Source: an optimization exercise on an open RTL-to-GDS flow (aim: small area). Production flows keep margins and buffers that such runs may drop.
Only simulation tests tie the RTL to the original design; equivalence was not proved.

==> flow/design.v <==
module id_stage_pipe #(
    parameter int DATA_W     = 32,
    parameter int REG_ADDR_W = 5,
    parameter int SIG_W      = 32,
    parameter int LINK_REG   = 31,
    parameter int REGDST_BIT = 0,
    parameter int JAL_BIT    = 13,
    parameter int ZEXT_BIT   = 14
) (
    input  logic                  clk,
    input  logic                  rst,
    input  logic                  in_valid,
    output logic                  in_ready,
    input  logic [31:0]           in_pc,
    input  logic [31:0]           in_ir,
    input  logic [SIG_W-1:0]      in_signal,
    input  logic                  flush,
    input  logic                  wb_we,
    input  logic [REG_ADDR_W-1:0] wb_addr,
    input  logic [DATA_W-1:0]     wb_data,
    input  logic                  ex_load,
    input  logic [REG_ADDR_W-1:0] ex_dst,
    output logic                  hazard,
    output logic                  out_valid,
    input  logic                  out_ready,
    output logic [31:0]           out_pc,
    output logic [31:0]           out_ir,
    output logic [SIG_W-1:0]      out_signal,
    output logic [REG_ADDR_W-1:0] out_dst,
    output logic [REG_ADDR_W-1:0] out_r1_pos,
    output logic [REG_ADDR_W-1:0] out_r2_pos,
    output logic [DATA_W-1:0]     out_ext,
    output logic [DATA_W-1:0]     out_r1,
    output logic [DATA_W-1:0]     out_r2,
    output logic [DATA_W-1:0]     dbg_v0,
    output logic [DATA_W-1:0]     dbg_a0
);
    localparam int NREG = 1 << REG_ADDR_W;
    logic [DATA_W-1:0] regs [1:NREG-1];
    logic [DATA_W-1:0] wdata;
    logic              adv;
    logic [NREG-1:1] wen, hold;
    assign wdata = wb_data & {DATA_W{~rst}};
    for (genvar i = 1; i < NREG; i++) begin : g_reg
        logic [DATA_W-1:0] d;
        assign wen[i]  = rst || (wb_we && wb_addr == REG_ADDR_W'(i));
        assign hold[i] = !wen[i];
        for (genvar b = 0; b < DATA_W; b++) begin : g_b
            id_ao22 u_d (.a(wdata[b]), .sa(wen[i]), .b(regs[i][b]), .sb(hold[i]), .y(d[b]));
        end
        always_ff @(posedge clk)
            regs[i] <= d;
    end
    logic hit2, hit4;
    assign hit2 = wb_we && wb_addr == REG_ADDR_W'(2);
    assign hit4 = wb_we && wb_addr == REG_ADDR_W'(4);
    for (genvar b = 0; b < DATA_W; b++) begin : g_dbg
        id_ao22 u_v0 (.a(wb_data[b]), .sa(hit2), .b(regs[2][b]), .sb(!hit2), .y(dbg_v0[b]));
        id_ao22 u_a0 (.a(wb_data[b]), .sa(hit4), .b(regs[4][b]), .sb(!hit4), .y(dbg_a0[b]));
    end
    assign hazard   = in_valid && ex_load && (ex_dst != '0) &&
                      ((ex_dst == in_ir[25:21]) || (ex_dst == in_ir[20:16]));
    assign adv      = !out_valid || out_ready;
    assign in_ready = flush || (adv && !hazard);
    always_ff @(posedge clk) begin
        if (rst || flush)
            out_valid <= 1'b0;
        else if (adv)
            out_valid <= in_valid && !hazard;
    end
    logic [64+SIG_W-1:0] slot_q, slot_d, slot_in;
    assign slot_in = {in_pc, in_ir, in_signal};
    for (genvar b = 0; b < 64+SIG_W; b++) begin : g_slot
        id_ao22 u_d (.a(slot_in[b]), .sa(adv), .b(slot_q[b]), .sb(!adv), .y(slot_d[b]));
    end
    always_ff @(posedge clk)
        slot_q <= slot_d;
    assign {out_pc, out_ir, out_signal} = slot_q;
    assign out_r1_pos = out_ir[25:21];
    assign out_r2_pos = out_ir[20:16];
    assign out_dst    = out_signal[JAL_BIT]    ? REG_ADDR_W'(LINK_REG) :
                        out_signal[REGDST_BIT] ? out_ir[15:11] : out_ir[20:16];
    assign out_ext    = {{(DATA_W-16){out_ir[15] & ~out_signal[ZEXT_BIT]}}, out_ir[15:0]};
    logic [NREG-1:0] sel1, sel2;
    always_comb
        for (int i = 0; i < NREG; i++) begin
            sel1[i] = (out_r1_pos == REG_ADDR_W'(i)) && (i != 0);
            sel2[i] = (out_r2_pos == REG_ADDR_W'(i)) && (i != 0);
        end
    localparam int NGRP = (NREG - 2) / 3;
    for (genvar b = 0; b < DATA_W; b++) begin : g_bit
        logic [NREG-1:0] d;
        logic [NGRP:0]   n1, n2;
        for (genvar i = 1; i < NREG; i++) begin : g_in
            assign d[i] = regs[i][b];
        end
        assign d[0] = 1'b0;
        for (genvar g = 0; g < NGRP; g++) begin : g_grp
            id_aoi222 u1 (.a(d[3*g+3:3*g+1]), .s(sel1[3*g+3:3*g+1]), .y(n1[g]));
            id_aoi222 u2 (.a(d[3*g+3:3*g+1]), .s(sel2[3*g+3:3*g+1]), .y(n2[g]));
        end
        assign n1[NGRP] = ~(d[NREG-1] & sel1[NREG-1]);
        assign n2[NGRP] = ~(d[NREG-1] & sel2[NREG-1]);
        assign out_r1[b] = ~&n1;
        assign out_r2[b] = ~&n2;
    end
endmodule
module id_aoi222 (
    input  logic [2:0] a,
    input  logic [2:0] s,
    output logic       y
);
    assign y = ~|(a & s);
endmodule
module id_ao22 (
    input  logic a,
    input  logic sa,
    input  logic b,
    input  logic sb,
    output logic y
);
    assign y = (a & sa) | (b & sb);
endmodule
Settings: LEC_CHECK=0, CAP_MARGIN=5, CORE_MARGIN=2, CORE_UTILIZATION=50, SETUP_SLACK_MARGIN=0.2, SLEW_MARGIN=5, SYNTH_HIERARCHICAL=1, SYNTH_MINIMUM_KEEP_SIZE=0; clock period 5.0 ns.
standard.sh (not shown) runs the stock make flow with config.mk's settings and CLKGATE_MAP_FILE= SYNTH_SCRIPT=/design/flow/synth_recipe.tcl, a recipe that flattens the netlist after the stock synthesis.
==> flow/flow/run.sh <==
#!/bin/bash
# Layout flow: the standard ORFS flow (standard.sh) with two settings added.
# * Port buffers are sky130_fd_sc_hd__buf_1 cells (every input and output port still
#   gets its own buffer, as in the standard flow).
# * CTS builds its tree from clkbuf_16 cells, clusters up to 16 sinks within 100 um
#   behind a clkbuf_8 each, and inserts no dummy loads.
# The full output of the run goes to standard.log; ORFS keeps each step's log under
# orfs/logs/.
set -euo pipefail
export BUFFER_PORTS_ARGS="-buffer_cell sky130_fd_sc_hd__buf_1"
export CTS_ARGS="-sink_clustering_enable -repair_clock_nets -dont_use_dummy_load -sink_clustering_size 16 -sink_clustering_max_diameter 100 -buf_list sky130_fd_sc_hd__clkbuf_16 -root_buf sky130_fd_sc_hd__clkbuf_16 -sink_clustering_buffer sky130_fd_sc_hd__clkbuf_8"
bash standard.sh > standard.log 2>&1
Edit:
CORE_UTILIZATION = 55   (was 50)
What happened: Now the flow ran to the end with violations: negative setup slack. Worst hold slack loses 0.0097 ns. Synthesized area stays the same. Wire length goes down by 5.1%. Register-to-register slack got worse by 0.14 ns. Setup slack got worse by 0.18 ns. Design area stays flat. Final cell count went down by 1.8%.

[afterwards: timing with drivers on the ports]
The flow's constraints put no driver on any port. The routed layouts listed below were extracted and timed again, unchanged, in two steps.
Step 1 (the two cells are an assumption about what drives the block):
set clk [get_ports {clk}]
set_driving_cell -lib_cell sky130_fd_sc_hd__clkbuf_16 $clk
set_driving_cell -lib_cell sky130_fd_sc_hd__buf_2 [delete_from_list [all_inputs] $clk]
Step 2 also shifts input and output timing later by t, the mid clock arrival at the registers, as if the neighbouring blocks saw the same clock.
Slacks: ideal ports / drivers / drivers and shift; pairs: ideal ports / drivers.
run	t, ns	slack for setup (ns)	hold slack, ns	worst setup path after step 2	cell pins on the clock port's net
the first run	0.679	0.070 / -0.003 / 0.609	0.480 / 0.480 / 0.480	input to output	1
the second run	0.684	-0.105 / -0.175 / 0.509	0.470 / 0.470 / 0.470	register to output	1
